From an optimization exercise on the open Yosys and OpenROAD flow, aimed at small area, a short achievable clock period and few clock cycles per item; shortcuts taken in it are not production practice. Function was checked by simulation only, so behaviour that the tests miss may differ from the original.

## flow/design.v (module list and top-level ports; edited modules follow where they fit)
// module tfl_mul: 987 lines
// module table_factor_log10: 222 lines
module table_factor_log10 #(
	parameter int FACTOR_STAGES = tfl_pkg::FACTOR_STAGES_DEF
) (
	input  logic        clk,
	input  logic        arst_n,
	input  logic        s_axis_tvalid,
	output logic        s_axis_tready,
	input  logic [63:0] s_axis_tdata,    
	output logic        m_axis_tvalid,
	input  logic        m_axis_tready,
	output logic [31:0] m_axis_tdata,    
	output logic        m_axis_tuser     
);
  // ...
==> flow/run.sh <==
#!/bin/bash
# synth_recipe.tcl (not shown) runs the flow's synth.tcl, then flattens the netlist and writes it again
# the make line also repeats each setting of config.mk as NAME=value (left out here)
make -C /OpenROAD-flow-scripts/flow DESIGN_CONFIG=/design/flow/config.mk WORK_HOME=/design/flow/orfs CLKGATE_MAP_FILE= SYNTH_SCRIPT=/design/flow/synth_recipe.tcl finish
==> flow/config.mk <==
export PLATFORM = sky130hd
export DESIGN_NAME = table_factor_log10
export DESIGN_NICKNAME = table_factor_log10
export VERILOG_FILES = /design/flow/design.v
export SDC_FILE = /design/flow/constraint.sdc
export NUM_CORES = 4
export LEC_CHECK = 0
export CAP_MARGIN = 20
export CORE_MARGIN = 2
export CORE_UTILIZATION = 40
export SETUP_SLACK_MARGIN = 5
export SLEW_MARGIN = 20
==> flow/constraint.sdc <==
create_clock -name core_clock -period 12.0 [get_ports {clk}]
set_input_delay 2.4000 -clock core_clock [delete_from_list [all_inputs] [get_ports {clk}]]
set_output_delay 2.4000 -clock core_clock [all_outputs]
set_load 0.01 [all_outputs]
==> results.txt, run 1 <==
Clock Skew=0.0337 ns; Top Usage Layer GRT=met2; Tmin final=7.26 ns; area leader, netlist=edfxtp_1; Final Hold Viols=0; commonest non-fill, non-tap cell in the layout=inv_1; First DRT Iteration DRCs=4942; Post-Synth XOR/XNOR Area=0.0358; Synth Warn #=1; Cell Area, Synth=39400 um^2; run status=finished clean; Routed met2 length=72.2 mm; hold worst-path end=f_z_q; Fillers=9288; Post-CTS Resized=239; largest family of logic cells by synthesized area=adder cells; Final Cycle Share=0.605; slack of the critical path=4.74 ns; Reg with most FFs=a_q; number of synthesized flops with an enable pin=262; Worst setup endpoint=f_c_q[7]; WL per Instance=26.1 um; reg2reg path depth=30
Testbench counts, summed over its fixed seeds: cycles 42,364, items 1,920.
==> module table_factor_log10, before the edit <==
module table_factor_log10 #(
	parameter int FACTOR_STAGES = tfl_pkg::FACTOR_STAGES_DEF
) (
	input  logic        clk,
	input  logic        arst_n,
	input  logic        s_axis_tvalid,
	output logic        s_axis_tready,
	input  logic [63:0] s_axis_tdata,    
	output logic        m_axis_tvalid,
	input  logic        m_axis_tready,
	output logic [31:0] m_axis_tdata,    
	output logic        m_axis_tuser     
);
	logic st_idle, st_bs, st_div, st_up, st_s1, st_rdy;
	logic [63:0] a_q;       
	logic [1:0]  rx_q;      
	logic [4:0]  d_q;       
	logic        z_q;       
	logic [3:0]  kc_q;      
	logic [2:0]  n1_q;      
	logic [1:0]  bit_q;     
	logic [4:0]  cnt_q;     
	logic q_load;           
	logic in_zero, in_above_ten, in_below_one;
	assign in_zero      = (s_axis_tdata == '0);
	assign in_above_ten = (s_axis_tdata > tfl_pkg::TEN_Q32);
	assign in_below_one = (s_axis_tdata[63:32] == '0);
	logic [1:0] n0;
	assign n0 = a_q[35] ? 2'd3 : a_q[34] ? 2'd2 : a_q[33] ? 2'd1 : 2'd0;
	logic [2:0]  jj;
	logic [35:0] s1p;
	assign jj  = n1_q | (3'd1 << bit_q);
	assign s1p = tfl_pkg::stage1_prod(n0, jj);
	logic [3:0]  kk;
	logic [29:0] p10;
	logic [31:0] dv_r4;
	logic [32:0] sa1, sb1, sa2, sb2, sd1, sd2, sd3;
	logic [1:0]  dv_q;
	logic [29:0] dv_rem;
	logic        cmp_ge;
	assign kk    = kc_q | (4'd1 << bit_q);
	assign p10   = tfl_pkg::pow10p1(st_div ? kc_q : kk);
	assign dv_r4 = {rx_q, a_q[63:34]};
	assign sa1 = st_div ? {1'b0, dv_r4} : {1'b0, a_q[63:32]};
	assign sb1 = st_div ? {3'b000, p10} : st_bs ? {3'b000, p10} : {29'd0, s1p[35:32]};
	assign sd1 = sa1 - sb1;
	assign sa2 = st_div ? {1'b0, dv_r4} : {1'b0, a_q[31:0]};
	assign sb2 = st_div ? {2'b00, p10, 1'b0} :
	             st_bs  ? {3'b000, tfl_pkg::pow10p1(kk - 4'd1)} : {1'b0, s1p[31:0]};
	assign sd2 = sa2 - sb2;
	assign sd3 = {1'b0, dv_r4} - {1'b0, tfl_pkg::pow10p1x3(kc_q)};
	assign dv_q   = !sd3[32] ? 2'd3 : !sd2[32] ? 2'd2 : !sd1[32] ? 2'd1 : 2'd0;
	assign dv_rem = !sd3[32] ? sd3[29:0] : !sd2[32] ? sd2[29:0] : !sd1[32] ? sd1[29:0] :
	                dv_r4[29:0];
	assign cmp_ge = !sd1[32] && ((sd1 != '0) || !sd2[32]) && (!st_bs || kk <= 4'd8);
	logic [35:0] up_m;
	assign up_m = {a_q[32:0], 3'b000} + {a_q[34:0], 1'b0};
	always_ff @(posedge clk or negedge arst_n) begin
		if (!arst_n) begin
			st_idle <= 1'b1;
			st_bs   <= 1'b0;
			st_div  <= 1'b0;
			st_up   <= 1'b0;
			st_s1   <= 1'b0;
			st_rdy  <= 1'b0;
		end else begin
			if (st_idle && s_axis_tvalid) begin
				st_idle <= 1'b0;
				st_rdy  <= in_zero;
				st_bs   <= !in_zero && in_above_ten;
				st_up   <= !in_zero && !in_above_ten && in_below_one;
				st_s1   <= !in_zero && !in_above_ten && !in_below_one;
			end
			if (st_bs && bit_q == 2'd0) begin
				st_bs  <= 1'b0;
				st_div <= 1'b1;
			end
			if (st_div && cnt_q == 5'd17) begin
				st_div <= 1'b0;
				st_s1  <= 1'b1;
			end
			if (st_up && up_m[35:32] != '0) begin
				st_up <= 1'b0;
				st_s1 <= 1'b1;
			end
			if (st_s1 && bit_q == 2'd0) begin
				st_s1  <= 1'b0;
				st_rdy <= 1'b1;
			end
			if (q_load) begin
				st_rdy  <= 1'b0;
				st_idle <= 1'b1;
			end
		end
	end
	always_ff @(posedge clk) begin
		if (st_idle) begin
			a_q   <= s_axis_tdata;
			z_q   <= in_zero;
			d_q   <= '0;
			kc_q  <= '0;
			n1_q  <= '0;
			bit_q <= in_above_ten ? 2'd3 : 2'd2;
			cnt_q <= '0;
			rx_q  <= '0;
		end
		if (st_bs) begin
			if (cmp_ge) kc_q <= kk;
			bit_q <= (bit_q == 2'd0) ? 2'd2 : bit_q - 2'd1;
		end
		if (st_div) begin
			d_q   <= 5'(kc_q) + 5'd1;
			{rx_q, a_q[63:36]} <= (cnt_q == 5'd17) ? '0 : dv_rem;
			a_q[35:0] <= {a_q[33:0], dv_q};
			cnt_q     <= cnt_q + 5'd1;
		end
		if (st_up) begin
			a_q[35:0] <= up_m;
			d_q       <= d_q - 5'd1;
		end
		if (st_s1) begin
			if (cmp_ge) n1_q <= jj;
			bit_q <= bit_q - 2'd1;
		end
	end
	logic        q_v;
	logic [35:0] q_m;
	logic [4:0]  q_d;
	logic        q_z;
	logic [2:0]  q_n1;
	logic        f_take;
	assign q_load = st_rdy && (!q_v || f_take);
	always_ff @(posedge clk or negedge arst_n) begin
		if (!arst_n) begin
			q_v <= 1'b0;
		end else if (q_load) begin
			q_v <= 1'b1;
		end else if (f_take) begin
			q_v <= 1'b0;
		end
	end
	always_ff @(posedge clk) begin
		if (q_load) begin
			q_m  <= a_q[35:0];
			q_d  <= d_q;
			q_z  <= z_q;
			q_n1 <= n1_q;
		end
	end
	logic        f_busy_q;   
	logic        f_z_q;      
	logic [3:0]  f_sel_q;    
	logic [35:0] f_c_q;      
	logic [35:0] f_m_q;      
	logic [31:0] f_acc_q;    
	logic [35:0] f_t;
	logic        f_ok;
	tfl_mul u_mul (
		.c   (f_c_q),
		.m   (f_m_q),
		.sel (f_sel_q),
		.t   (f_t),
		.ok  (f_ok)
	);
	logic [16:0] f_log;
	assign f_log = tfl_pkg::stage_log(f_sel_q);
	logic [1:0] q_n0;
	assign q_n0 = q_m[35] ? 2'd3 : q_m[34] ? 2'd2 : q_m[33] ? 2'd1 : 2'd0;
	logic ovalid_q;
	logic out_free;
	logic f_last, f_fin;
	assign out_free = !ovalid_q || m_axis_tready;
	assign f_last   = f_busy_q && (f_z_q || (f_sel_q[3] && !f_ok));
	assign f_fin    = f_last && out_free;
	assign f_take   = q_v && (!f_busy_q || f_fin);
	always_ff @(posedge clk or negedge arst_n) begin
		if (!arst_n) begin
			f_busy_q <= 1'b0;
		end else if (f_take) begin
			f_busy_q <= 1'b1;
		end else if (f_fin) begin
			f_busy_q <= 1'b0;
		end
	end
	always_ff @(posedge clk) begin
		if (f_take) begin
			f_z_q   <= q_z;
			f_m_q   <= q_m;
			f_c_q   <= tfl_pkg::stage1_prod(q_n0, q_n1);
			f_acc_q <= {{3{q_d[4]}}, q_d, tfl_pkg::stage01_log(q_n0, q_n1)};
			f_sel_q <= 4'b0001;
		end else if (f_busy_q && !f_z_q && !f_last) begin
			if (f_ok) begin
				f_c_q   <= f_t;
				f_acc_q <= f_acc_q + 32'(f_log);
			end else begin
				f_sel_q <= {f_sel_q[2:0], 1'b0};
			end
		end
	end
	logic [31:0] log_q;
	logic        stat_q;
	always_ff @(posedge clk or negedge arst_n) begin
		if (!arst_n) begin
			ovalid_q <= 1'b0;
		end else if (f_fin) begin
			ovalid_q <= 1'b1;
		end else if (m_axis_tready) begin
			ovalid_q <= 1'b0;
		end
	end
	always_ff @(posedge clk) begin
		if (f_fin) begin
			log_q  <= f_z_q ? '0 : f_acc_q;
			stat_q <= f_z_q;
		end
	end
	assign s_axis_tready = st_idle;
	assign m_axis_tvalid = ovalid_q;
	assign m_axis_tdata  = log_q;
	assign m_axis_tuser  = stat_q;
endmodule
==> run 2: changes to the inputs <==
--- a/flow/design.v
+++ b/flow/design.v
@@ -1087,25 +1087,35 @@
  wire pp_962 = pp_51 ^ c[34];
  wire pp_963 = pp_51 & c[34];
  wire pp_964 = pp_52 ^ c[35];
  wire pp_965 = pp_52 & c[35];
  wire [67:0] rs = {pp_54, pp_53, pp_964, pp_962, pp_960, pp_958, pp_956, pp_954, pp_952, pp_950, pp_948, pp_946, pp_944, pp_942, pp_940, pp_938, pp_936, pp_934, pp_932, pp_930, pp_928, pp_926, pp_924, pp_922, pp_920, pp_918, pp_916, pp_914, pp_912, pp_910, pp_908, pp_906, pp_904, pp_902, pp_900, pp_898, pp_896, pp_894, pp_892, pp_890, pp_888, pp_886, pp_884, pp_882, pp_880, pp_878, pp_876, pp_874, pp_872, pp_870, pp_868, pp_866, pp_864, pp_862, pp_860, pp_858, pp_856, pp_854, pp_852, pp_850, pp_848, pp_846, pp_844, pp_842, pp_840, pp_838, pp_330, pp_200};
  wire [67:0] rc = {1'b0, pp_965, pp_963, pp_961, pp_959, pp_957, pp_955, pp_953, pp_951, pp_949, pp_947, pp_945, pp_943, pp_941, pp_939, pp_937, pp_935, pp_933, pp_931, pp_929, pp_927, pp_925, pp_923, pp_921, pp_919, pp_917, pp_915, pp_913, pp_911, pp_909, pp_907, pp_905, pp_903, pp_901, pp_899, pp_897, pp_895, pp_893, pp_891, pp_889, pp_887, pp_885, pp_883, pp_881, pp_879, pp_877, pp_875, pp_873, pp_871, pp_869, pp_867, pp_865, pp_863, pp_861, pp_859, pp_857, pp_855, pp_853, pp_851, pp_849, pp_847, pp_845, pp_843, pp_841, pp_839, pp_837, pp_836, 1'b0};
  wire [30:0] lo = {1'b0, rs[29:0]} + {1'b0, rc[29:0]};
  wire        cin = lo[30];
- wire [36:0] th = {rs[65:30], 1'b1} + {rc[65:30], cin};
- assign t = th[36:1];
+ wire [35:0] th = rs[65:30] + rc[65:30];
+ wire [35:0] hp = rs[65:30] ^ rc[65:30];
+ wire [35:0] hpre;
+ assign hpre[0] = 1'b1;
+ genvar gi;
+ for (gi = 1; gi < 36; gi = gi + 1) begin : g_hpre
+  assign hpre[gi] = hpre[gi-1] & hp[gi-1];
+ end
+ assign t = th ^ (hpre & {36{cin}});
  wire [37:0] mm = {2'b00, m};
  wire [37:0] ns = ~rs[67:30];
  wire [37:0] nc = ~rc[67:30];
  wire [37:0] zp = mm ^ ns ^ nc;
  wire [37:0] zg = (mm & ns) | (mm & nc) | (ns & nc);
- wire [38:0] zsum = {zp, 1'b1} + {zg[36:0], 1'b1, ~cin};
- assign ok = ~zsum[38];
+ wire [38:0] za = {zp, 1'b1};
+ wire [38:0] zb = {zg[36:0], 1'b1, 1'b0};
+ wire [38:0] z0 = za + zb;
+ wire        zprop = &(za[37:1] ^ zb[37:1]);
+ assign ok = ~(z0[38] ^ (zprop & ~cin));
 endmodule
 module table_factor_log10 #(
 	parameter int FACTOR_STAGES = tfl_pkg::FACTOR_STAGES_DEF
 ) (
 	input  logic        clk,
 	input  logic        arst_n,
 	input  logic        s_axis_tvalid,
 	output logic        s_axis_tready,
@@ -1118,52 +1128,57 @@
 	logic st_idle, st_bs, st_div, st_up, st_s1, st_rdy;
 	logic [63:0] a_q;       
 	logic [1:0]  rx_q;      
 	logic [4:0]  d_q;       
 	logic        z_q;       
 	logic [3:0]  kc_q;      
 	logic [2:0]  n1_q;      
 	logic [1:0]  bit_q;     
+	logic [3:0]  ix_q;      
 	logic [4:0]  cnt_q;     
 	logic q_load;           
 	logic in_zero, in_above_ten, in_below_one;
 	assign in_zero      = (s_axis_tdata == '0);
 	assign in_above_ten = (s_axis_tdata > tfl_pkg::TEN_Q32);
 	assign in_below_one = (s_axis_tdata[63:32] == '0);
 	logic [1:0] n0;
 	assign n0 = a_q[35] ? 2'd3 : a_q[34] ? 2'd2 : a_q[33] ? 2'd1 : 2'd0;
 	logic [2:0]  jj;
 	logic [35:0] s1p;
-	assign jj  = n1_q | (3'd1 << bit_q);
+	assign jj  = ix_q[2:0];
 	assign s1p = tfl_pkg::stage1_prod(n0, jj);
 	logic [3:0]  kk;
-	logic [29:0] p10;
+	logic [29:0] p10d, p10h, p10l;
 	logic [31:0] dv_r4;
 	logic [32:0] sa1, sb1, sa2, sb2, sd1, sd2, sd3;
 	logic [1:0]  dv_q;
 	logic [29:0] dv_rem;
 	logic        cmp_ge;
-	assign kk    = kc_q | (4'd1 << bit_q);
-	assign p10   = tfl_pkg::pow10p1(st_div ? kc_q : kk);
+	assign kk    = ix_q;
+	assign p10d  = tfl_pkg::pow10p1(kc_q);
+	assign p10h  = tfl_pkg::pow10p1(kk);
+	assign p10l  = tfl_pkg::pow10p1(kk - 4'd1);
 	assign dv_r4 = {rx_q, a_q[63:34]};
-	assign sa1 = st_div ? {1'b0, dv_r4} : {1'b0, a_q[63:32]};
-	assign sb1 = st_div ? {3'b000, p10} : st_bs ? {3'b000, p10} : {29'd0, s1p[35:32]};
+	assign sa1 = st_div ? {1'b0, dv_r4} : st_up ? {1'b0, a_q[28:0], 3'b000} : {1'b0, a_q[63:32]};
+	assign sb1 = st_div ? {3'b000, p10d} : st_bs ? {3'b000, p10h} :
+	             st_up  ? {1'b0, ~a_q[30:0], 1'b1} : {29'd0, s1p[35:32]};
 	assign sd1 = sa1 - sb1;
 	assign sa2 = st_div ? {1'b0, dv_r4} : {1'b0, a_q[31:0]};
-	assign sb2 = st_div ? {2'b00, p10, 1'b0} :
-	             st_bs  ? {3'b000, tfl_pkg::pow10p1(kk - 4'd1)} : {1'b0, s1p[31:0]};
+	assign sb2 = st_div ? {2'b00, p10d, 1'b0} : st_bs ? {3'b000, p10l} : {1'b0, s1p[31:0]};
 	assign sd2 = sa2 - sb2;
 	assign sd3 = {1'b0, dv_r4} - {1'b0, tfl_pkg::pow10p1x3(kc_q)};
 	assign dv_q   = !sd3[32] ? 2'd3 : !sd2[32] ? 2'd2 : !sd1[32] ? 2'd1 : 2'd0;
 	assign dv_rem = !sd3[32] ? sd3[29:0] : !sd2[32] ? sd2[29:0] : !sd1[32] ? sd1[29:0] :
 	                dv_r4[29:0];
 	assign cmp_ge = !sd1[32] && ((sd1 != '0) || !sd2[32]) && (!st_bs || kk <= 4'd8);
+	logic [3:0]  up_hi;
 	logic [35:0] up_m;
-	assign up_m = {a_q[32:0], 3'b000} + {a_q[34:0], 1'b0};
+	assign up_hi = a_q[32:29] - {3'b111, ~a_q[31]} - {3'b000, sd1[32]};
+	assign up_m  = {up_hi, sd1[31:1], 1'b0};
 	always_ff @(posedge clk or negedge arst_n) begin
 		if (!arst_n) begin
 			st_idle <= 1'b1;
 			st_bs   <= 1'b0;
 			st_div  <= 1'b0;
 			st_up   <= 1'b0;
 			st_s1   <= 1'b0;
 			st_rdy  <= 1'b0;
@@ -1200,45 +1215,48 @@
 	always_ff @(posedge clk) begin
 		if (st_idle) begin
 			a_q   <= s_axis_tdata;
 			z_q   <= in_zero;
 			d_q   <= '0;
 			kc_q  <= '0;
 			n1_q  <= '0;
 			bit_q <= in_above_ten ? 2'd3 : 2'd2;
+			ix_q  <= in_above_ten ? 4'd8 : 4'd4;
 			cnt_q <= '0;
 			rx_q  <= '0;
 		end
 		if (st_bs) begin
 			if (cmp_ge) kc_q <= kk;
 			bit_q <= (bit_q == 2'd0) ? 2'd2 : bit_q - 2'd1;
+			ix_q  <= (bit_q == 2'd0) ? 4'd4 : ((cmp_ge ? kk : kc_q) | (4'd1 << (bit_q - 2'd1)));
 		end
 		if (st_div) begin
 			d_q   <= 5'(kc_q) + 5'd1;
 			{rx_q, a_q[63:36]} <= (cnt_q == 5'd17) ? '0 : dv_rem;
 			a_q[35:0] <= {a_q[33:0], dv_q};
 			cnt_q     <= cnt_q + 5'd1;
 		end
 		if (st_up) begin
 			a_q[35:0] <= up_m;
 			d_q       <= d_q - 5'd1;
 		end
 		if (st_s1) begin
 			if (cmp_ge) n1_q <= jj;
 			bit_q <= bit_q - 2'd1;
+			ix_q  <= {1'b0, (cmp_ge ? jj : n1_q) | (3'd1 << (bit_q - 2'd1))};
 		end
 	end
 	logic        q_v;
 	logic [35:0] q_m;
 	logic [4:0]  q_d;
 	logic        q_z;
 	logic [2:0]  q_n1;
 	logic        f_take;
-	assign q_load = st_rdy && (!q_v || f_take);
+	assign q_load = st_rdy && !q_v;
 	always_ff @(posedge clk or negedge arst_n) begin
 		if (!arst_n) begin
 			q_v <= 1'b0;
 		end else if (q_load) begin
 			q_v <= 1'b1;
 		end else if (f_take) begin
 			q_v <= 1'b0;
 		end
@@ -1309,17 +1327,17 @@
 			ovalid_q <= 1'b0;
 		end else if (f_fin) begin
 			ovalid_q <= 1'b1;
 		end else if (m_axis_tready) begin
 			ovalid_q <= 1'b0;
 		end
 	end
 	always_ff @(posedge clk) begin
-		if (f_fin) begin
+		if (out_free) begin
 			log_q  <= f_z_q ? '0 : f_acc_q;
 			stat_q <= f_z_q;
 		end
 	end
 	assign s_axis_tready = st_idle;
 	assign m_axis_tvalid = ovalid_q;
 	assign m_axis_tdata  = log_q;
 	assign m_axis_tuser  = stat_q;
==> flow/config.mk (replaced) <==
export PLATFORM = sky130hd
export DESIGN_NAME = table_factor_log10
export DESIGN_NICKNAME = table_factor_log10
export VERILOG_FILES = /design/flow/design.v
export SDC_FILE = /design/flow/constraint.sdc
export NUM_CORES = 4
export LEC_CHECK = 0
export CAP_MARGIN = 20
export CORE_MARGIN = 2
export CORE_UTILIZATION = 55
export PLACE_DENSITY = 0.7
export SETUP_SLACK_MARGIN = 5
export SLEW_MARGIN = 20
==> run 2 against run 1 <==
Compared with the run above:
- first-iteration DRC count decreased by 11%
- die area fell by 26%
- synthesized cell count down 0.52%
- largest cell class unchanged
- final cell count fell by 6.3%
- highest routed layer unchanged
- global-route usage up 12 points
- still clean on timing, DRC and antenna
==> results.txt, run 2 <==
initial antenna violation count=1; prevailing post-synth register cell=edfxtp_1; asr flop ratio synth=0.0267; Inst Count DP=5643; Initial Util=0.557; worst slew pin tran=1.21 ns; Final Cycle Share=0.581 (-0.0248); Routed met2 length=74.8 mm (+3.6%); mean post-synth cell area=8.39 um^2; Port Buffers=102; Max Clk Rate=0.144 GHz; CP max stage delay=0.57 ns; Data arrival, critical path=7.31 ns; hold_buf cts=0; Worst path most repeated cell=a21o_1; met3 wire length=16.0 mm; via count=38800; post-route design area=46900 um^2; num rows=98; clock insertion delay at the later pin of the skew report=0.62 ns; Max-cap violations=0; area growth from synthesis to layout=17.3%; fraction of layout cells with a size suffix above 1=0.124; post-synth top area share=0.198; total gr overflow=0; Worst-path clk slew=0.06 ns; number of synthesized flops with an enable pin=264 (+0.76%); Clock Skew=0.0473 ns (+0.0136 ns); slew margin rel.=0.184; CTS root buffer=clkbuf_16; synth cell count leaders=inv_1 (570), nand2_1 (530), o21ai_0 (379); DRC viols=0; largest net degree at the start of global routing=88; GRT Total Usage=0.431; H-Tree Depth=2; Post-DP HPWL=120 mm; Placer Congestion=1.08; Mapped Cells=4766; vias in the first global route=37800; # setup viols final=0; unrepaired setup endpoints after global routing=yes; DRT antenna net count=0; Worst setup SP type=register; Vert. Die Dim=274 um; Final Hold Viols=0 (unchanged); Final Net Count=5620; Pre-Repair DR Iteration Count=7; FF+latch count, synth=337; Syn Nets=5454; Die Span X=274 um; io pins=103; critical path's slowest cell=fa_2; Tmin final=6.97 ns (-0.298 ns); Synth area leaders=edfxtp_1 (20%), fa_1 (16%), ha_1 (9.7%), inv_1 (5.4%), nand2_1 (5.0%); Cell Area, Synth=40000 um^2 (+1.5%); Worst Path Max Fanout=8; register area share after synthesis=0.236; most common cell in the netlist=inv_1; WL per Instance=27.7 um (+6.0%); CTS buffer count=40; CTS tree=yes; max-slew violations=0; run status=finished clean; type of destination of the critical path=register; clk sinks=337; total negative slack=0 ns; Distinct cells, synth=99; DRT met1 WL=57.7 mm; core footprint=71700 um^2; worst setup path class=register to register; Top Layer Used=met5; commonest cells after routing, fill and taps aside=inv_1 (548), nand2_1 (492), o21ai_0 (361); Worst Hold Class=register to register; die footprint=74900 um^2; first-pass GRT wire length=241 mm; Vias/cell=6.56; placed cell area=42000 um^2; WP data required=12.34 ns; Synth Warn #=1 (unchanged); First DRT Iteration DRCs=4419 (-11%); Max Root-Sink Buffers=3; area leader, netlist=edfxtp_1; fin cells=5915; commonest non-fill, non-tap cell in the layout=inv_1; Total Wirelength=164 mm
## run 2: area by class of cell
type | count | area (um^2)
Multi-Input combinational cell | 3612 | 28700
Fill cell | 6087 | 24800
Sequential cell | 337 | 9460
Timing Repair Buffer | 361 | 3830
Inverter | 579 | 2280
Tap cell | 950 | 1190
Clock buffer | 50 | 1100
Clock inverter | 23 | 254
Timing Repair inverter | 1 | 16.3
Antenna cell | 2 | 5.00
## run 2: worst paths after layout
kind / startpoint / to / slack [ns] / depth (start not counted)
max reg2reg: f_c_q[22] / f_acc_q[13] / 5.03 / 30
max in group asynchronous: arst_n / st_div / 9.17 / 1
min reg2reg: q_z / f_z_q / 0.38 / 0
min: q_z / f_z_q / 0.38 / 0
min in group asynchronous: arst_n / q_v / 2.23 / 1
max: f_c_q[22] / f_acc_q[13] / 5.03 / 30
## run 2: cell families after synthesis
| kind of cell | share of synthesized area |
|---|---|
| multiplexers | 0.0278 |
| buffers and inverters | 0.0771 |
| adder cells (fa/ha/maj) | 0.252 |
| XOR/XNOR | 0.0361 |
| AND/OR/NAND/NOR | 0.167 |
| flip-flops | 0.236 |
| AO/OA/AOI/OAI | 0.204 |
## run 2: per-layer routing
layer	track usage	vias to the layer above
li1	-	17000
met4	0.319	2
met5	0	-
met3	0.0933	739
met1	0.497	18500
met2	0.705	2528
## run 2: through the flow
stage	hold WS (ns)	util	setup WS [ns]
floorplan	0.400	-	5.00
global placement	0.401	0.585	3.15
detailed placement	0.405	0.585	3.05
CTS	0.388	0.632	4.99
global route	0.393	0.654	4.83
finish	0.385	0.654	5.03
## run 2: worst max-delay path, delay by kind of cell (launching register included)
family / cells / cell delay (ns)
adder cells (fa/ha/maj): 6 / 2.77
AND/OR/NAND/NOR: 5 / 0.58
XOR/XNOR: 1 / 0.14
buffers and inverters: 10 / 1.25
flip-flops: 1 / 0.36
AO/OA/AOI/OAI: 8 / 1.52
## run 2: what timing repair did
action / CTS / global route
pin swaps: 28 / 37
hold endpoints to repair: 0 / 0
buffers inserted: 105 / 72
gates resized for setup: 196 / 183
gates cloned: 13 / 7
setup endpoints to repair: 244 / 229
Testbench counts of run 2, summed over its fixed seeds: cycles 42,445, items 1,920.
==> run 3: changes to the inputs <==
--- a/flow/config.mk
+++ b/flow/config.mk
@@ -5,9 +5,9 @@
 export SDC_FILE = /design/flow/constraint.sdc
 export NUM_CORES = 4
 export LEC_CHECK = 0
-export CAP_MARGIN = 20
+export CAP_MARGIN = 10
 export CORE_MARGIN = 2
 export CORE_UTILIZATION = 55
 export PLACE_DENSITY = 0.7
 export SETUP_SLACK_MARGIN = 5
-export SLEW_MARGIN = 20
+export SLEW_MARGIN = 10
==> run 3 against run 2 <==
Compared with the run above:
- fmax unchanged
- wire length unchanged
- synthesized area unchanged
- clock-buffer cell count unchanged
- non-clock buffer count unchanged
- synthesized cell count unchanged
- critical endpoint unchanged
- clock skew unchanged
==> results.txt, run 3 <==
WHS Path Cells=0 (unchanged); Final Cycle Share=0.581 (unchanged); Post-DP HPWL=120 mm (unchanged); CP max stage delay=0.57 ns (about the same); Synth area leaders=edfxtp_1 (20%), fa_1 (16%), ha_1 (9.7%), inv_1 (5.4%), nand2_1 (5.0%); register area share after synthesis=0.236 (unchanged); vias in the first global route=37800 (unchanged); Synth Warn #=1 (unchanged); commonest non-fill, non-tap cell in the layout=inv_1; First DRT Iteration DRCs=4419 (unchanged); Reg2Reg Setup Slack=5.03 ns (about the same); total gr overflow=0 (unchanged); die footprint=74900 um^2 (unchanged); fraction of layout cells with a size suffix above 1=0.124 (unchanged); WL per Instance=27.7 um (unchanged); worst slew pin tran=1.21 ns (unchanged); Hold Startpoint=q_z; reg2reg path depth=30 (unchanged); clock insertion delay at the later pin of the skew report=0.62 ns (about the same); Max Root-Sink Buffers=3 (unchanged); max-slew violations=0 (unchanged); Placer Congestion=1.08 (unchanged); WP data required=12.34 ns (about the same); GRT Total Usage=0.431 (unchanged); Mapped Cells=4766 (unchanged); area of the multi-input gates=28700 um^2 (unchanged); commonest cells after routing, fill and taps aside=inv_1 (548), nand2_1 (492), o21ai_0 (361); dpl ws=3.05 ns (unchanged); # setup viols final=0 (unchanged); Final Net Count=5620 (unchanged); Tmin final=6.97 ns (unchanged); number of synthesized flops with an enable pin=264 (unchanged); post-synthesis mux area share=0.0278 (unchanged); worst path bufs/invs=10 (unchanged); Port Buffers=102 (unchanged); largest family of logic cells by synthesized area=adder cells; DRC viols=0 (unchanged); clk sinks=337 (unchanged); Distinct cells, synth=99 (unchanged); Syn Nets=5454 (unchanged); hold worst-path end=f_z_q; num rows=98 (unchanged); post-synth top area share=0.198 (unchanged); Max Clk Rate=0.144 GHz (unchanged); slew margin rel.=0.184 (unchanged); slack of the critical path=5.03 ns (unchanged); critical path's slowest cell=fa_2; Post-Synth XOR/XNOR Area=0.0361 (unchanged); family with the most delay on the worst path=adder cells; Total Wirelength=164 mm (unchanged); Seq. cell area=9460 um^2 (unchanged); Data arrival, critical path=7.31 ns (about the same); FF+latch count, synth=337 (unchanged); hold slack=0.385 ns (unchanged); type of destination of the critical path=register; Worst-path clk slew=0.06 ns (about the same); DRT antenna net count=0 (unchanged); Initial Util=0.557 (unchanged); worst setup path class=register to register; asr flop ratio synth=0.0267 (unchanged); H-Tree Depth=2 (unchanged); run status=finished clean; Fillers=6087 (unchanged); mean post-synth cell area=8.39 um^2 (unchanged); area leader, netlist=edfxtp_1; Die Span X=274 um (unchanged); Worst Hold Class=register to register; Critical R2R Capture=f_acc_q[13]; unrepaired setup endpoints after global routing=yes; area growth from synthesis to layout=17.3% (unchanged); Max-cap violations=0 (unchanged); Final Hold Viols=0 (unchanged); most common cell in the netlist=inv_1; CTS root buffer=clkbuf_16; CTS tree=yes; Worst Path Max Fanout=8 (unchanged); io pins=103 (unchanged); Pre-Repair DR Iteration Count=7 (unchanged); Cell Area, Synth=40000 um^2 (unchanged); Synth Area in Simple Gates=0.167 (unchanged); core footprint=71700 um^2 (unchanged); Vias/cell=6.56 (unchanged); largest net degree at the start of global routing=88 (unchanged); via count=38800 (unchanged); Core Util, Final=0.654 (unchanged); CTS buffer count=40 (unchanged); FF-to-FF Start=f_c_q[22]; post-synthesis adder-cell area fraction=0.252 (unchanged); initial antenna violation count=1 (unchanged); Worst path most repeated cell=a21o_1; total negative slack=0 ns (unchanged); Vert. Die Dim=274 um (unchanged); first-pass GRT wire length=241 mm (unchanged); compound-cell area share of the yosys netlist=0.204 (unchanged); synth cell count leaders=inv_1 (570), nand2_1 (530), o21ai_0 (379); Worst setup SP type=register; prevailing post-synth register cell=edfxtp_1; critical path depth=30 (unchanged); Clock Skew=0.0473 ns (unchanged)
## run 3: cells by family after synthesis
| kind of cell | Yosys count |
|---|---|
| multiplexers | 108 |
| AND/OR/NAND/NOR | 1423 |
| flip-flops | 337 |
| buffers and inverters | 817 |
| adder cells (fa/ha/maj) | 620 |
| XOR/XNOR | 165 |
| AO/OA/AOI/OAI | 1296 |
## run 3: timing repair
item                                    4_1_cts  5_1_grt
endpoints found under the setup margin      244      229
gates resized for setup                     196      183
pin swaps                                    28       37
endpoints found under the hold margin         0        0
buffers inserted                            105       72
hold buffers                                  0        0
cloned                                       13        7
## run 3: cell type report
cell class	count	share of cell area
repair buffers	361	0.0817
repair inverters	1	0.000347
clock buffers	50	0.0235
multi-input cells	3612	0.613
diodes	2	0.000107
well taps	950	0.0254
flip-flops and latches	337	0.202
inverters	579	0.0487
clock inverters	23	0.00542
## run 3: how the worst max path moves through the flow
stage                        to  startpoint
CTS                 f_acc_q[13]  f_sel_q[1]
global route        f_acc_q[23]    f_c_q[4]
floorplan            f_acc_q[0]  f_sel_q[1]
finish              f_acc_q[13]   f_c_q[22]
detailed placement    f_c_q[17]  f_sel_q[2]
global placement      f_c_q[17]  f_sel_q[2]
## run 3: worst register-to-register path, delay by kind of cell (launching register included)
family,cells,cell delay [ns]
buf+inv,10,1.27
flops,1,0.36
xor+xnor,1,0.14
fa+ha+maj,6,2.77
simple gates,5,0.59
compound gates,8,1.52
## run 3: stage by stage
stage | cell area, um^2 | std cells
after floorplan | 40300 | 4766
after global placement | 42000 | 5643
after detailed placement | 42000 | 5643
after CTS | 45400 | 5834
after global routing | 46900 | 5913
final | 46900 | 5915
## run 3: routing by layer
layer	vias up	global-route usage	part of all wire
li1	17000	-	-
met1	18500	0.497	0.35
met2	2528	0.705	0.46
met3	739	0.0933	0.097
met4	2	0.319	0.094
met5	-	0	0.000079
==> run 4: changes to the inputs <==
==> flow/config.mk (replaced) <==
export PLATFORM = sky130hd
export DESIGN_NAME = table_factor_log10
export DESIGN_NICKNAME = table_factor_log10
export VERILOG_FILES = /design/flow/design.v
export SDC_FILE = /design/flow/constraint.sdc
export NUM_CORES = 4
export LEC_CHECK = 0
export CAP_MARGIN = 20
export CORE_MARGIN = 2
export CORE_UTILIZATION = 50
export PLACE_DENSITY = 0.65
export SETUP_SLACK_MARGIN = 5
export SLEW_MARGIN = 20
==> run 4 against run 3 <==
Compared with the run above:
- still clean
- clock-buffer cell count grew 14
- worst hold slack gained 0.029 ns
- die area grew 9.9%
- global-route usage shrank 3.9 points
- non-clock buffer count grew 41
- sequential cell count is the same
- fmax shrank 2.0%
- critical path depth shrank 5
- wire length grew 2.6%
- via count grew 0.48%
- critical path type unchanged
==> results.txt, run 4 <==
run status=finished clean; Vert. Die Dim=287 um (+4.8%); Tmin final=7.11 ns (+0.144 ns); Synth area leaders=edfxtp_1 (20%), fa_1 (16%), ha_1 (9.7%), inv_1 (5.4%), nand2_1 (5.0%); CTS buffer count=42 (+5.0%); slack of the critical path=4.89 ns (-0.144 ns); Total Wirelength=168 mm (+2.6%); Worst-path clk slew=0.07 ns (about the same); clock insertion delay at the later pin of the skew report=0.62 ns (about the same); DRC viols=0 (unchanged); number of synthesized flops with an enable pin=264 (unchanged); synth cell count leaders=inv_1 (570), nand2_1 (530), o21ai_0 (379); area growth from synthesis to layout=20.9%; FF+latch count, synth=337 (unchanged); Placer Congestion=1.10 (+1.9%); hold slack=0.413 ns (+0.0286 ns); post-synth top area share=0.198 (unchanged); asr flop ratio synth=0.0267 (unchanged); Pre-Repair DR Iteration Count=7 (unchanged); Die Span X=287 um (+4.8%); max-slew violations=0 (unchanged); Port Buffers=102 (unchanged); initial antenna violation count=3 (+2); H-Tree Depth=2 (unchanged); Vias/cell=6.43 (-1.9%); commonest non-fill, non-tap cell in the layout=inv_1; DRT antenna net count=0 (unchanged); First DRT Iteration DRCs=4705 (+6.5%); total gr overflow=0 (unchanged); most common cell in the netlist=inv_1; Worst Path Max Fanout=8 (unchanged); reg2reg path depth=25 (-17%); Max Clk Rate=0.141 GHz (-2.0%); clk sinks=337 (unchanged); Seq. cell area=9460 um^2 (unchanged); core footprint=79100 um^2 (+10%); worst setup path class=register to register; unrepaired setup endpoints after global routing=yes; Max-cap violations=0 (unchanged); largest net degree at the start of global routing=86 (-2.3%); Worst setup SP type=register; Mapped Cells=4766 (unchanged); Data arrival, critical path=7.52 ns (+0.21 ns); Final Net Count=5664 (+0.78%); Synth Warn #=1 (unchanged); area leader, netlist=edfxtp_1; WP data required=12.41 ns (+0.07 ns); Final Hold Viols=0 (unchanged); mean post-synth cell area=8.39 um^2 (unchanged); Cell Area, Synth=40000 um^2 (unchanged); Post-DP HPWL=120 mm (+0.56%); # setup viols final=0 (unchanged); num rows=103 (+5.1%); vias in the first global route=37400 (-1.3%); CTS root buffer=clkbuf_16; Clock Skew=0.0559 ns (+0.00862 ns); Final Cycle Share=0.593 (+0.0120); prevailing post-synth register cell=edfxtp_1; GRT Total Usage=0.392 (-0.0388); slew margin rel.=0.184 (about the same); type of destination of the critical path=register; commonest cells after routing, fill and taps aside=inv_1 (543), nand2_1 (498), o21ai_0 (353); via count=39000 (+0.48%); CTS tree=yes; Reg2Reg Setup Slack=4.89 ns (-0.14 ns); Distinct cells, synth=99 (unchanged); register area share after synthesis=0.236 (unchanged); fraction of layout cells with a size suffix above 1=0.141 (+0.0172); WL per Instance=27.7 um (+0.12%); dpl ws=3.05 ns (-0.00130 ns); worst slew pin tran=1.21 ns (-0.000264 ns); area of the multi-input gates=29100 um^2 (+1.2%); die footprint=82200 um^2 (+9.9%); Critical R2R Capture=f_c_q[27]; Syn Nets=5454 (unchanged); Worst setup endpoint=f_c_q[27]; total negative slack=0 ns (unchanged); first-pass GRT wire length=241 mm (+0.27%); Fillers=7016 (+15%); Worst Setup SP=f_sel_q[1]; Worst Hold Class=register to register; hold_buf cts=0 (unchanged); Initial Util=0.505 (-0.0521); FF-to-FF Start=f_sel_q[1]; io pins=103 (unchanged); Max Root-Sink Buffers=3 (unchanged)
## run 4: cell count changes in the layout (fill, tap and decap cells not counted), sizes merged
cell      previous run  this run
clkinv              19        13
diode                2         1
buf                249       271
inv                564       561
clkinvlp            18        15
bufbuf               5         2
bufinv               2         6
clkbuf              55        91
## run 4: metal layers
layer	global-route usage	vias up	part of all wire
met4	0.265	0	0.091
met3	0.0606	716	0.085
met2	0.652	2339	0.46
li1	-	17100	-
met5	0	-	0
met1	0.471	18800	0.36
## run 4: worst max-delay path: stages, from the launching register on
cell and delay [ns]:
dfxtp_4 0.42, buf_8 0.17, buf_4 0.15, nand2_2 0.12
a21boi_2 0.23, nand2_1 0.12, fa_1 0.55, fa_1 0.57
inv_1 0.07, fa_1 0.54, inv_1 0.05, fa_1 0.57
inv_2 0.05, fa_1 0.49, ha_4 0.29, nand4_1 0.16
or4_4 0.57, nor4_4 0.35, a41o_1 0.32, nor2_4 0.06
a41oi_4 0.25, buf_12 0.22, buf_12 0.15, clkinv_16 0.08
buf_16 0.16, o21ai_0 0.19
## run 4: stage by stage
step / util / cell area [um^2] / instances
after global routing: 0.611 / 48300 / 6060
after detailed placement: 0.532 / 42100 / 5743
after floorplan: - / 40300 / 4766
after CTS: 0.574 / 45400 / 5931
after global placement: 0.532 / 42100 / 5743
final: 0.611 / 48300 / 6061
## run 4: repair_timing
action,4_1_cts,5_1_grt
resized for setup,166,327
pin swaps,19,46
buffers inserted,97,98
cloned,13,31
setup endpoints to repair,246,232
## run 4: how the worst min path moves through the flow
| stage | start | endpoint | slack, ns | cells past startpoint |
|---|---|---|---|---|
| CTS | q_m[15] | f_m_q[15] | 0.42 | 0 |
| finish | q_m[15] | f_m_q[15] | 0.41 | 0 |
| global route | q_m[3] | f_m_q[3] | 0.43 | 0 |
| global placement | q_m[17] | f_m_q[17] | 0.40 | 0 |
| floorplan | q_m[0] | f_m_q[0] | 0.40 | 0 |
| detailed placement | q_m[15] | f_m_q[15] | 0.40 | 0 |
## run 4: layout make-up
class,instances,area share
tap,1050,0.0272
multi-input combinational,3612,0.602
clock buffer,64,0.0249
sequential,337,0.196
inverter,579,0.0479
timing repair inverter,2,0.000336
clock inverter,14,0.00549
antenna,1,0.0000518
timing repair buffer,402,0.0968
## run 4: logic make-up after synthesis
kind of cell / synth area share
simple gates: 0.167
compound gates: 0.204
buf+inv: 0.0771
fa+ha+maj: 0.252
flops: 0.236
xor+xnor: 0.0361
mux: 0.0278
==> run 5: changes to the inputs <==
--- a/flow/config.mk
+++ b/flow/config.mk
@@ -7,7 +7,7 @@
 export LEC_CHECK = 0
 export CAP_MARGIN = 20
 export CORE_MARGIN = 2
-export CORE_UTILIZATION = 50
-export PLACE_DENSITY = 0.65
+export CORE_UTILIZATION = 60
+export PLACE_DENSITY = 0.72
 export SETUP_SLACK_MARGIN = 5
 export SLEW_MARGIN = 20
==> run 5 against run 4 <==
Compared with the run above:
- wire length about the same
- now fails the layout checks on max-capacitance violations, max-slew violations
- via count up 2.4%
- register-to-register slack hardly changed
- synthesized area unchanged
- non-clock buffer count shrank 18
- synthesized cell count stayed put
- clock skew grew 0.0014 ns
==> results.txt, run 5 <==
Tmin final=7.10 ns (-0.0133 ns); run status=complete, but fails checks; H-Tree Depth=2 (unchanged); Pre-Repair DR Iteration Count=9 (+2); Post-DP HPWL=116 mm (-3.4%); register area share after synthesis=0.236 (unchanged); clk sinks=337 (unchanged); most common cell in the netlist=inv_1; CTS tree=yes; type of destination of the critical path=register; # setup viols final=0 (unchanged); die footprint=68700 um^2 (-16%); post-synth top area share=0.198 (unchanged); slew margin rel.=-0.118 (-0.302); asr flop ratio synth=0.0267 (unchanged); io pins=103 (unchanged); Worst setup endpoint=f_acc_q[3]; Max Root-Sink Buffers=3 (unchanged); Distinct cells, synth=99 (unchanged); WP data required=12.30 ns (-0.11 ns); Final Cycle Share=0.592 (-0.00110); unrepaired setup endpoints after global routing=yes; FF-to-FF Start=f_c_q[20]; worst setup path class=register to register; First DRT Iteration DRCs=5511 (+17%); num rows=94 (-8.7%); Final Hold Viols=0 (unchanged); clock insertion delay at the later pin of the skew report=0.62 ns (about the same); prevailing post-synth register cell=edfxtp_1; Clock Skew=0.0573 ns (+0.00142 ns); slack of the critical path=4.90 ns (+0.0133 ns); commonest non-fill, non-tap cell in the layout=inv_1; hold slack=0.416 ns (+0.00246 ns); Core Util, Final=0.720 (+0.109); area leader, netlist=edfxtp_1; Worst setup SP type=register; Reg2Reg Setup Slack=4.90 ns (about the same); Synth Warn #=1 (unchanged); Vert. Die Dim=262 um (-8.6%); area growth from synthesis to layout=18.6%; SO Viols=max-capacitance violations, max-slew violations; Initial Util=0.607 (+0.102); largest net degree at the start of global routing=89 (+3.5%); Port Buffers=102 (unchanged); Worst Setup SP=f_c_q[20]; Critical R2R Capture=f_acc_q[3]; Worst Hold Class=register to register; via count=39900 (+2.4%); Max-cap violations=1 (+1); reg2reg path depth=25 (unchanged); synth cell count leaders=inv_1 (570), nand2_1 (530), o21ai_0 (379); mean post-synth cell area=8.39 um^2 (unchanged); initial antenna violation count=8 (+5); Placer Congestion=1.09 (-0.97%); Final Net Count=5646 (-0.32%); GRT Total Usage=0.467 (+0.0749); Cell Area, Synth=40000 um^2 (unchanged); CTS buffer count=40 (-4.8%); Max Clk Rate=0.141 GHz (+0.19%); core footprint=65900 um^2 (-17%); first-pass GRT wire length=238 mm (-1.5%); Synth area leaders=edfxtp_1 (20%), fa_1 (16%), ha_1 (9.7%), inv_1 (5.4%), nand2_1 (5.0%); fraction of layout cells with a size suffix above 1=0.132 (-0.00903); Vias/cell=6.81 (+6.0%); hold_buf cts=0 (unchanged); DRT antenna net count=0 (unchanged); dpl ws=2.46 ns (-0.587 ns); FF+latch count, synth=337 (unchanged); Mapped Cells=4766 (unchanged); Worst-path clk slew=0.06 ns (about the same); Syn Nets=5454 (unchanged); DRC viols=0 (unchanged); commonest cells after routing, fill and taps aside=inv_1 (539), nand2_1 (498), o21ai_0 (360); worst slew pin tran=1.66 ns (+0.451 ns); total gr overflow=0 (unchanged); vias in the first global route=38000 (+1.8%); Die Span X=262 um (-8.6%); total negative slack=0 ns (unchanged); Worst Path Max Fanout=8 (unchanged); Data arrival, critical path=7.39 ns (-0.13 ns); Total Wirelength=168 mm (about the same); WL per Instance=28.7 um (+3.5%); CTS root buffer=clkbuf_16; number of synthesized flops with an enable pin=264 (unchanged); max-slew violations=4 (+4)
run 5: cell counts after synthesis:
Identical to the previous run, type by type.
run 5: worst max-delay path: stages, from the launching register on:
cell        delay [ns]
edfxtp_1          0.44
buf_6             0.18
clkinvlp_4        0.21
buf_4             0.21
nor2_4            0.12
nor4_2            0.09
fa_1              0.51
inv_1             0.06
fa_1              0.58
inv_1             0.07
fa_1              0.55
inv_1             0.06
fa_2              0.59
inv_1             0.07
fa_1              0.45
ha_1              0.33
nand3_1           0.11
or4_4             0.52
nor4_4            0.38
a41o_1            0.28
nor2_4            0.07
buf_6             0.16
xnor2_4           0.16
o21ai_4           0.21
buf_12            0.20
clkbuf_16         0.18
run 5: worst min-delay path by stage:
stage	from	to	slack, ns	cells past startpoint
final	q_m[5]	f_m_q[5]	0.42	0
after global routing	q_m[2]	f_m_q[2]	0.43	0
after CTS	q_m[6]	f_m_q[6]	0.41	0
after detailed placement	q_m[0]	f_m_q[0]	0.40	0
after global placement	q_m[22]	f_m_q[22]	0.40	0
after floorplan	q_m[0]	f_m_q[0]	0.40	0
run 5: through the flow:
step / instance area [um^2] / instances
after floorplan: 40300 / 4766
after global placement: 41700 / 5545
after detailed placement: 41700 / 5545
after CTS: 45000 / 5736
after global routing: 47400 / 5855
final: 47400 / 5857
run 5: area by class of cell:
type / instances / area [um^2]
multi-input combinational: 3614 / 29000
timing repair inverter: 2 / 16.3
tap: 864 / 1080
inverter: 579 / 2330
clock inverter: 20 / 226
timing repair buffer: 384 / 4250
sequential: 337 / 9460
fill: 5078 / 18400
antenna: 4 / 10.0
clock buffer: 53 / 1090
run 5: kinds of logic after synthesis:
group | after synthesis | synth area share
AOI/OAI and AO/OA | 1296 | 0.204
xor gates and xnor gates | 165 | 0.0361
adders and majority gates | 620 | 0.252
buffers and inverters | 817 | 0.0771
DFF | 337 | 0.236
muxes | 108 | 0.0278
and+or+nand+nor | 1423 | 0.167
run 5: routing by layer:
layer / vias up / share of wire / GRT usage
li1: 17100 / - / -
met1: 18700 / 0.33 / 0.527
met2: 3084 / 0.44 / 0.744
met3: 1026 / 0.12 / 0.127
met4: 8 / 0.11 / 0.382
met5: - / 0.00046 / 0
run 5: what timing repair did:
action	in CTS	in global routing
cloned	11	27
pin swaps	21	74
setup buffers	107	88
setup endpoints to repair	248	228
resized for setup	180	244
==> run 6: changes to the inputs <==
--- a/flow/design.v
+++ b/flow/design.v
@@ -1277,15 +1277,22 @@
 	logic [31:0] f_acc_q;    
 	logic [35:0] f_t;
 	logic        f_ok;
+	logic        f_new_q;    
+	logic        f_add_q;    
+	logic [3:0]  f_lsel_q;   
+	logic [35:0] f_m;
+	assign f_m = f_new_q ? q_m : f_m_q;
 	tfl_mul u_mul (
 		.c   (f_c_q),
-		.m   (f_m_q),
+		.m   (f_m),
 		.sel (f_sel_q),
 		.t   (f_t),
 		.ok  (f_ok)
 	);
 	logic [16:0] f_log;
-	assign f_log = tfl_pkg::stage_log(f_sel_q);
+	logic [31:0] f_acc;
+	assign f_log = tfl_pkg::stage_log(f_lsel_q);
+	assign f_acc = f_acc_q + (f_add_q ? 32'(f_log) : 32'd0);
 	logic [1:0] q_n0;
 	assign q_n0 = q_m[35] ? 2'd3 : q_m[34] ? 2'd2 : q_m[33] ? 2'd1 : 2'd0;
 	logic ovalid_q;
@@ -1304,21 +1311,33 @@
 			f_busy_q <= 1'b0;
 		end
 	end
+	always_ff @(posedge clk or negedge arst_n) begin
+		if (!arst_n) begin
+			f_new_q <= 1'b0;
+		end else begin
+			f_new_q <= f_take;
+		end
+	end
 	always_ff @(posedge clk) begin
 		if (f_take) begin
 			f_z_q   <= q_z;
-			f_m_q   <= q_m;
 			f_c_q   <= tfl_pkg::stage1_prod(q_n0, q_n1);
-			f_acc_q <= {{3{q_d[4]}}, q_d, tfl_pkg::stage01_log(q_n0, q_n1)};
 			f_sel_q <= 4'b0001;
 		end else if (f_busy_q && !f_z_q && !f_last) begin
 			if (f_ok) begin
 				f_c_q   <= f_t;
-				f_acc_q <= f_acc_q + 32'(f_log);
 			end else begin
 				f_sel_q <= {f_sel_q[2:0], 1'b0};
 			end
 		end
+		f_add_q  <= f_busy_q && !f_z_q && !f_last && f_ok;
+		f_lsel_q <= f_sel_q;
+		if (f_new_q) begin
+			f_m_q   <= q_m;
+			f_acc_q <= {{3{q_d[4]}}, q_d, tfl_pkg::stage01_log(q_n0, q_n1)};
+		end else begin
+			f_acc_q <= f_acc;
+		end
 	end
 	logic [31:0] log_q;
 	logic        stat_q;
@@ -1333,7 +1352,7 @@
 	end
 	always_ff @(posedge clk) begin
 		if (out_free) begin
-			log_q  <= f_z_q ? '0 : f_acc_q;
+			log_q  <= f_z_q ? '0 : f_acc;
 			stat_q <= f_z_q;
 		end
 	end
--- a/flow/config.mk
+++ b/flow/config.mk
@@ -7,7 +7,7 @@
 export LEC_CHECK = 0
 export CAP_MARGIN = 20
 export CORE_MARGIN = 2
-export CORE_UTILIZATION = 60
-export PLACE_DENSITY = 0.72
+export CORE_UTILIZATION = 55
+export PLACE_DENSITY = 0.7
 export SETUP_SLACK_MARGIN = 5
 export SLEW_MARGIN = 20
==> run 6 against run 5 <==
Compared with the run above:
- the run now finishes clean
- via count fell by 1.3%
- clock-buffer cell count rose by 5
- register-to-register slack got worse by 0.16 ns
- wire length fell by 4.7%
==> results.txt, run 6 <==
largest net degree at the start of global routing=77 (-13%); clk sinks=343 (+1.8%); worst slew pin tran=1.13 ns (-0.528 ns); WP data required=12.33 ns (+0.03 ns); worst setup path class=register to register; GRT Total Usage=0.422 (-0.0452); Worst setup SP type=register; Die Span X=274 um (+4.4%); Vias/cell=6.61 (-3.1%); Distinct cells, synth=103 (+4.0%); number of synthesized flops with an enable pin=196 (-26%); area growth from synthesis to layout=15.3%; DRC viols=0 (unchanged); CTS buffer count=41 (+2.5%); post-synth top area share=0.155 (-0.0432); # setup viols final=0 (unchanged); run status=finished clean; Worst-path clk slew=0.06 ns (about the same); Final Hold Viols=0 (unchanged); CP max stage delay=0.59 ns (about the same); Synth Warn #=1 (unchanged); Initial Util=0.558 (-0.0492); post-synthesis mux area share=0.0363 (+0.00857); num rows=98 (+4.3%); Worst Hold Class=register to register; CTS root buffer=clkbuf_16; unrepaired setup endpoints after global routing=yes; critical path's slowest cell=or4_4; met1 usage=0.480 (-0.0467); Max-cap violations=0 (-1); Post-DP HPWL=118 mm (+1.7%); Tmin final=7.26 ns (+0.160 ns); CTS tree=yes; compound-cell area share of the yosys netlist=0.210 (+0.00554); Fillers=6207 (+22%); first-pass GRT wire length=237 mm (-0.15%); core footprint=71700 um^2 (+8.9%); Inst Count DP=5695 (+2.7%); First DRT Iteration DRCs=5117 (-7.1%); Synth area leaders=fa_1 (16%), edfxtp_1 (15%), ha_1 (9.7%), dfxtp_1 (6.9%), inv_1 (5.4%); Clock Skew=0.0391 ns (-0.0182 ns); total gr overflow=0 (unchanged); met3 Usage GRT=0.0995 (-0.0273); Port Buffers=102 (unchanged); mean post-synth cell area=8.24 um^2 (-1.7%); H-Tree Depth=2 (unchanged); slew margin rel.=0.226 (+0.344); Total Wirelength=160 mm (-4.7%); Syn Nets=5542 (+1.6%); Max Clk Rate=0.138 GHz (-2.2%); met2 capacity usage during global routing=0.678 (-0.0651); register area share after synthesis=0.222 (-0.0141); vias in the first global route=38300 (+0.61%); FF+latch count, synth=343 (+1.8%); Final Cycle Share=0.605 (+0.0134); slack of the critical path=4.74 ns (-0.160 ns); commonest non-fill, non-tap cell in the layout=inv_1; Synth Area in Simple Gates=0.164 (-0.00277); synth cell count leaders=inv_1 (580), nand2_1 (568), a21oi_1 (359); prevailing post-synth register cell=edfxtp_1; Worst Path Max Fanout=8 (unchanged); dpl ws=2.83 ns (+0.369 ns); Pre-Repair DR Iteration Count=7 (-2); commonest cells after routing, fill and taps aside=inv_1 (555), nand2_1 (546), nor2_1 (332); post-synthesis adder-cell area fraction=0.252 (about the same); fraction of layout cells with a size suffix above 1=0.119 (-0.0131); io pins=103 (unchanged); most common cell in the netlist=inv_1; Mapped Cells=4854 (+1.8%); area leader, netlist=fa_1; clock insertion delay at the later pin of the skew report=0.59 ns (-0.03 ns); WL per Instance=26.9 um (-6.4%); Max Root-Sink Buffers=3 (unchanged); die footprint=74900 um^2 (+9.0%); via count=39400 (-1.3%); Cell Area, Synth=40000 um^2 (about the same); Final Net Count=5665 (+0.34%); largest family of logic cells by synthesized area=adder cells; Vert. Die Dim=274 um (+4.4%); DRT antenna net count=0 (unchanged); Worst path most repeated cell=fa_1; initial antenna violation count=2 (-6); Placer Congestion=1.08 (-0.33%); type of destination of the critical path=register; asr flop ratio synth=0.0292 (+0.00245); fin cells=5961 (+1.8%); Post-Synth XOR/XNOR Area=0.0355 (-0.000688); Top Usage Layer GRT=met2; max-slew violations=0 (-4); Data arrival, critical path=7.59 ns (+0.20 ns); total negative slack=0 ns (unchanged)
[run 6: timing repair]
| item | 4_1_cts | 5_1_grt |
|---|---|---|
| pin swaps | 73 | 56 |
| resized for setup | 200 | 157 |
| setup endpoints to repair | 180 | 133 |
| gates cloned | 13 | 4 |
| buffers inserted | 127 | 45 |
| hold buffers | 0 | 0 |
[run 6: path summary, 6_finish.rpt]
path,startpoint,end,slack (ns),cells after the start
setup / recovery,f_sel_q[0],f_c_q[20],4.74,30
hold / removal,z_q,q_z,0.44,0
min in group asynchronous,arst_n,st_div,2.24,1
setup reg to reg,f_sel_q[0],f_c_q[20],4.74,30
max in group asynchronous,arst_n,st_up,9.24,1
hold reg to reg,z_q,q_z,0.44,0
[run 6: cell families (layout without fill, tap and decap cells)]
logic type / count (synthesis) / in the layout
other cells: 0 / 1
xor+xnor: 162 / 162
compound gates: 1308 / 1308
fa+ha+maj: 620 / 620
buf+inv: 856 / 1005
simple gates: 1427 / 1434
mux: 138 / 138
flops: 343 / 343
[run 6: layer usage]
layer	routed length, um	vias up
met4	16400	2
met2	72500	2626
met5	17	-
met3	15900	866
met1	55400	18700
li1	-	17200
[run 6: cell type report]
class                   instances  area (um^2)  share of cell area
repair inverters                1         8.76            0.000190
clock buffers                  58         1150              0.0249
well taps                     950         1190              0.0258
repair buffers                339         3370              0.0729
flip-flops and latches        343         8900               0.193
inverters                     589         2280              0.0494
clock inverters                18          165             0.00358
diodes                          1         2.50           0.0000542
multi-input cells            3662        29100               0.630
[run 6: worst max-delay path: cells and delay by family (launching register included)]
kind            cells  cell delay [ns]
compound gates      7             0.90
xor+xnor            1             0.16
fa+ha+maj           7             2.98
buf+inv             9             1.08
flops               1             0.42
simple gates        6             1.41
[run 6: stage by stage]
step / util / instance area [um^2] / hold WS (ns)
after CTS: 0.628 / 45100 / 0.445
after global placement: 0.581 / 41700 / 0.441
after global routing: 0.643 / 46200 / 0.457
after detailed placement: 0.581 / 41700 / 0.429
final: 0.644 / 46200 / 0.444
after floorplan: - / 40000 / 0.326
Testbench counts of run 6, summed over its fixed seeds: cycles 42,445, items 1,920.

## afterwards: timing with drivers on the ports
The results above use ideal ports. As a check the final layouts listed here were re-extracted and re-timed, cells and wires unchanged. Step 1 assumes that a clkbuf_16 drives the clock port and a buf_2 every other input. Step 2 adds t to the input delays and takes it off the output delays; t is the mean of the earliest and latest rising clock arrival at the registers after step 1. Input paths then give back, and output paths get back, about the clock's delay inside the block. Slacks: ideal ports / drivers / drivers and shift; pairs: ideal ports / drivers.
run	t (ns)	setup slack, ns	hold slack, ns	worst setup path at the end	clock arrival spread, ns
run 1	0.649	4.735 / 4.735 / 4.735	0.416 / 0.416 / 0.416	register to register	0.037 / 0.037
run 2	0.672	5.033 / 5.033 / 5.033	0.385 / 0.385 / 0.385	register to register	0.048 / 0.048
run 3	0.672	5.033 / 5.033 / 5.033	0.385 / 0.385 / 0.385	register to register	0.048 / 0.048
run 4	0.665	4.888 / 4.888 / 4.888	0.413 / 0.413 / 0.413	register to register	0.056 / 0.056
run 5	0.664	4.901 / 4.901 / 4.901	0.416 / 0.416 / 0.416	register to register	0.057 / 0.057
run 6	0.643	4.741 / 4.741 / 4.741	0.444 / 0.444 / 0.444	register to register	0.039 / 0.039
